From an optimization exercise on the open Yosys and OpenROAD flow, aimed at small area, a short achievable clock period and few clock cycles per item; shortcuts taken in it are not production practice.
The RTL was checked by simulation tests, not by an equivalence proof against the original design.
Power figures rest on the tool's default switching activity, not on a simulated workload.

alpha:
==> module regional_max_window, before the edit <==
module regional_max_window (
    input  logic clk,
    input  logic rearm_i,   
    input  logic a_i,       
    input  logic b_i,       
    output logic eq_o       
);
    logic eq_q;
    always_ff @(posedge clk) eq_q <= (eq_q & ~(a_i ^ b_i)) | rearm_i;
    assign eq_o = eq_q;
endmodule
==> module regional_max, before the edit <==
module regional_max
#(
    parameter int M            = eda_regional_max_pkg::DEF_M,
    parameter int N            = eda_regional_max_pkg::DEF_N,
    parameter int PIXEL_WIDTH  = eda_regional_max_pkg::DEF_PIXEL_WIDTH,
    parameter int WINDOW_WIDTH = eda_regional_max_pkg::DEF_WINDOW_WIDTH,
    parameter int I_WIDTH      = eda_regional_max_pkg::DEF_I_WIDTH,
    parameter int J_WIDTH      = eda_regional_max_pkg::DEF_J_WIDTH,
    parameter int ADDR_WIDTH   = I_WIDTH + J_WIDTH
) (
    input  logic                   clk,
    input  logic                   reset_n,
    input  logic [PIXEL_WIDTH-1:0] pixel_in,
    input  logic [ADDR_WIDTH-1:0]  rd_addr,
    input  logic                   start,
    input  logic [ADDR_WIDTH-1:0]  wr_addr,
    input  logic                   write_en,
    output logic                   done,
    output logic [M*N-1:0]        matrix_output
);
    localparam int P  = M * N;
    logic unused_rd_addr;
    assign unused_rd_addr = ^rd_addr;
    logic          busy_q;      
    logic          cmp_q;       
    logic          itr_q;       
    logic          done_q;
    logic          changed;
    logic [PIXEL_WIDTH-1:0] img_q [P];
    logic [PIXEL_WIDTH-1:0] bsel_q;   
    logic [P-1:0]           bp;       
    for (genvar p = 0; p < P; p++) begin : g_img
        localparam int R = p / N;
        localparam int C = p % N;
        always_ff @(posedge clk) begin
            if (write_en && !busy_q && wr_addr[ADDR_WIDTH-1:J_WIDTH] == I_WIDTH'(R) &&
                wr_addr[J_WIDTH-1:0] == J_WIDTH'(C))
                img_q[p] <= pixel_in;
        end
        assign bp[p] = |(img_q[p] & bsel_q);
    end
    logic [P-1:0] flag_q;    
    logic [P-1:0] snd;       
    logic [P-1:0] clr;       
    assign snd = bp | ({P{itr_q}} & ~flag_q);
    logic rearm;
    assign rearm = ~busy_q & ~(start & ~done_q);
    function automatic int dr(input int d);
        case (d)
            0, 1, 7: dr = -1;
            3, 4, 5: dr = 1;
            default: dr = 0;
        endcase
    endfunction
    function automatic int dc(input int d);
        case (d)
            1, 2, 3: dc = 1;
            5, 6, 7: dc = -1;
            default: dc = 0;
        endcase
    endfunction
    for (genvar p = 0; p < P; p++) begin : g_pix
        localparam int R = p / N;
        localparam int C = p % N;
        logic [7:0] nb_eq;    
        logic [7:0] nb_hit;   
        for (genvar d = 0; d < 8; d++) begin : g_dir
            localparam int RR = R + dr(d);
            localparam int CC = C + dc(d);
            localparam bit V  = (RR >= 0) && (RR < M) && (CC >= 0) && (CC < N);
            localparam int Q  = V ? RR * N + CC : 0;
            if (V && d >= 2 && d <= 5) begin : g_own
                logic e_eq;
                regional_max_window u_edge (
                    .clk    (clk),
                    .rearm_i(rearm),
                    .a_i    (bp[p]),
                    .b_i    (bp[Q]),
                    .eq_o   (e_eq)
                );
                assign nb_eq[d] = e_eq;
            end else if (V) begin : g_peer
                assign nb_eq[d] = g_pix[Q].g_dir[(d + 4) % 8].g_own.e_eq;
            end else begin : g_none
                assign nb_eq[d] = 1'b0;
            end
            if (V) begin : g_s
                assign nb_hit[d] = nb_eq[d] & snd[Q];
            end else begin : g_ns
                assign nb_hit[d] = 1'b0;
            end
        end
        assign clr[p] = ~bp[p] & (|nb_hit);
    end
    assign changed = |(flag_q & clr);
    logic chg_q;
    always_ff @(posedge clk) chg_q <= changed | cmp_q;
    localparam logic [PIXEL_WIDTH-1:0] MSB = {1'b1, {(PIXEL_WIDTH-1){1'b0}}};
    always_ff @(posedge clk) begin
        if (!reset_n) begin
            busy_q  <= 1'b0;
            cmp_q   <= 1'b0;
            itr_q   <= 1'b0;
            bsel_q  <= MSB;
            done_q  <= 1'b0;
            flag_q  <= '0;
        end else begin
            done_q  <= 1'b0;
            if (!busy_q) begin
                if (start) begin
                    busy_q  <= 1'b1;
                    cmp_q   <= 1'b1;
                    if (done_q) begin
                        flag_q <= '1;
                    end else begin
                        flag_q <= ~clr;
                        bsel_q <= bsel_q >> 1;
                    end
                end
            end else if (cmp_q) begin
                bsel_q <= bsel_q >> 1;
                flag_q <= flag_q & ~clr;
                if (bsel_q[0]) begin
                    cmp_q  <= 1'b0;
                    itr_q  <= 1'b1;
                end
            end else if (itr_q) begin
                flag_q <= flag_q & ~clr;
                if (!chg_q) begin
                    itr_q  <= 1'b0;
                    busy_q <= 1'b0;
                    done_q <= 1'b1;
                    bsel_q <= MSB;
                end
            end
        end
    end
    assign done          = done_q;
    assign matrix_output = flag_q;
endmodule
export LEC_CHECK = 0
export ABC_CLOCK_PERIOD_IN_PS = 3000
export CAP_MARGIN = 20
export CORE_MARGIN = 2
export CORE_UTILIZATION = 60
export SLEW_MARGIN = 20
create_clock -name core_clock -period 9.0 [get_ports {clk}]
standard.sh (not shown) runs the stock make flow with config.mk's settings and CLKGATE_MAP_FILE= SYNTH_SCRIPT=/design/flow/synth_recipe.tcl, a recipe that flattens the netlist after the stock synthesis.
==> flow/flow/run.sh <==
#!/bin/bash
# Standard layout, with timing repair aiming 6 ns above the 9 ns clock's
# requirement (i.e. for a 3 ns period), to find the shortest period the design
# reaches. The clock and constraints are the design's, unchanged.
set -euo pipefail
export SETUP_SLACK_MARGIN=6.0
bash standard.sh finish > standard_flow.log 2>&1
Testbench counts of alpha, summed over its fixed seeds: cycles 38,141, images 512.
[inputs] beta vs alpha
diff --git a/flow/design.v b/flow/design.v
--- a/flow/design.v
+++ b/flow/design.v
@@ -6,17 +6,17 @@
     localparam int DEF_I_WIDTH      = 3;
     localparam int DEF_J_WIDTH      = 3;
 endpackage
 module regional_max_window (
     input  logic clk,
-    input  logic rearm_i,   
+    input  logic idle_i,    
     input  logic a_i,       
     input  logic b_i,       
     output logic eq_o       
 );
     logic eq_q;
-    always_ff @(posedge clk) eq_q <= (eq_q & ~(a_i ^ b_i)) | rearm_i;
+    always_ff @(posedge clk) eq_q <= (eq_q & ~(a_i ^ b_i)) | idle_i;
     assign eq_o = eq_q;
 endmodule
 module regional_max
 #(
     parameter int M            = eda_regional_max_pkg::DEF_M,
@@ -43,29 +43,36 @@
     logic          busy_q;      
     logic          cmp_q;       
     logic          itr_q;       
     logic          done_q;
     logic          changed;
+    logic                   we_q;
+    logic [ADDR_WIDTH-1:0]  wa_q;
+    logic [PIXEL_WIDTH-1:0] wd_q;
+    always_ff @(posedge clk) begin
+        if (!reset_n) we_q <= 1'b0;
+        else          we_q <= write_en & ~busy_q;
+        wa_q <= wr_addr;
+        wd_q <= pixel_in;
+    end
     logic [PIXEL_WIDTH-1:0] img_q [P];
     logic [PIXEL_WIDTH-1:0] bsel_q;   
     logic [P-1:0]           bp;       
     for (genvar p = 0; p < P; p++) begin : g_img
         localparam int R = p / N;
         localparam int C = p % N;
         always_ff @(posedge clk) begin
-            if (write_en && !busy_q && wr_addr[ADDR_WIDTH-1:J_WIDTH] == I_WIDTH'(R) &&
-                wr_addr[J_WIDTH-1:0] == J_WIDTH'(C))
-                img_q[p] <= pixel_in;
+            if (we_q && wa_q[ADDR_WIDTH-1:J_WIDTH] == I_WIDTH'(R) &&
+                wa_q[J_WIDTH-1:0] == J_WIDTH'(C))
+                img_q[p] <= wd_q;
         end
         assign bp[p] = |(img_q[p] & bsel_q);
     end
     logic [P-1:0] flag_q;    
     logic [P-1:0] snd;       
     logic [P-1:0] clr;       
     assign snd = bp | ({P{itr_q}} & ~flag_q);
-    logic rearm;
-    assign rearm = ~busy_q & ~(start & ~done_q);
     function automatic int dr(input int d);
         case (d)
             0, 1, 7: dr = -1;
             3, 4, 5: dr = 1;
             default: dr = 0;
@@ -90,11 +97,11 @@
             localparam int Q  = V ? RR * N + CC : 0;
             if (V && d >= 2 && d <= 5) begin : g_own
                 logic e_eq;
                 regional_max_window u_edge (
                     .clk    (clk),
-                    .rearm_i(rearm),
+                    .idle_i (~busy_q),
                     .a_i    (bp[p]),
                     .b_i    (bp[Q]),
                     .eq_o   (e_eq)
                 );
                 assign nb_eq[d] = e_eq;
@@ -110,48 +117,40 @@
             end
         end
         assign clr[p] = ~bp[p] & (|nb_hit);
     end
     assign changed = |(flag_q & clr);
-    logic chg_q;
-    always_ff @(posedge clk) chg_q <= changed | cmp_q;
-    localparam logic [PIXEL_WIDTH-1:0] MSB = {1'b1, {(PIXEL_WIDTH-1){1'b0}}};
     always_ff @(posedge clk) begin
         if (!reset_n) begin
             busy_q  <= 1'b0;
             cmp_q   <= 1'b0;
             itr_q   <= 1'b0;
-            bsel_q  <= MSB;
+            bsel_q  <= '0;
             done_q  <= 1'b0;
             flag_q  <= '0;
         end else begin
             done_q  <= 1'b0;
             if (!busy_q) begin
                 if (start) begin
                     busy_q  <= 1'b1;
                     cmp_q   <= 1'b1;
-                    if (done_q) begin
-                        flag_q <= '1;
-                    end else begin
-                        flag_q <= ~clr;
-                        bsel_q <= bsel_q >> 1;
-                    end
+                    flag_q  <= '1;
+                    bsel_q  <= {1'b1, {(PIXEL_WIDTH-1){1'b0}}};
                 end
             end else if (cmp_q) begin
                 bsel_q <= bsel_q >> 1;
                 flag_q <= flag_q & ~clr;
                 if (bsel_q[0]) begin
                     cmp_q  <= 1'b0;
                     itr_q  <= 1'b1;
                 end
             end else if (itr_q) begin
                 flag_q <= flag_q & ~clr;
-                if (!chg_q) begin
+                if (!changed) begin
                     itr_q  <= 1'b0;
                     busy_q <= 1'b0;
                     done_q <= 1'b1;
-                    bsel_q <= MSB;
                 end
             end
         end
     end
     assign done          = done_q;
Results
- Having completed the whole flow, beta delivered a layout that passed the timing, DRC and antenna checks.
- Total power: beta lower than alpha
- Changes observed in beta relative to alpha: count of clock-buffer cells in the layout increased 8; register bit count reported by yosys rose 1.8%; remaining antenna violation count after routing ~0 delta; post-route fraction of the period consumed by the critical path lower.
Testbench counts of beta, summed over its fixed seeds: cycles 38,141, images 512.

## re-timing with driven ports
In the flow no input, the clock included, has a driving cell. The finished layouts below were timed again as built, in two steps. Step 1 (the two cells are an assumption about what drives the block):
set clk [get_ports {clk}]
set_driving_cell -lib_cell sky130_fd_sc_hd__clkbuf_16 $clk
set_driving_cell -lib_cell sky130_fd_sc_hd__buf_2 [delete_from_list [all_inputs] $clk]
Step 2, shift: input delay + t, output delay - t, t = (earliest + latest rising clock arrival at the registers) / 2. This alone moves slack from input paths to output paths. a / b / c = ideal / step 1 / step 2; a / b = the first two.
run | t (ns) | setup slack, ns | slew at the worst register clock pin (ns) | worst slew at a driven data input, ns
alpha | 0.700 | 5.549 / 5.549 / 5.364 | 0.06 / 0.06 | 0.03
beta | 0.707 | 5.574 / 5.574 / 5.223 | 0.07 / 0.07 | 0.04
After both steps every run listed still meets setup and hold. For beta, which loses most, drivers alone change the setup slack by 0.000 ns; drivers and shift together by -0.351 ns.
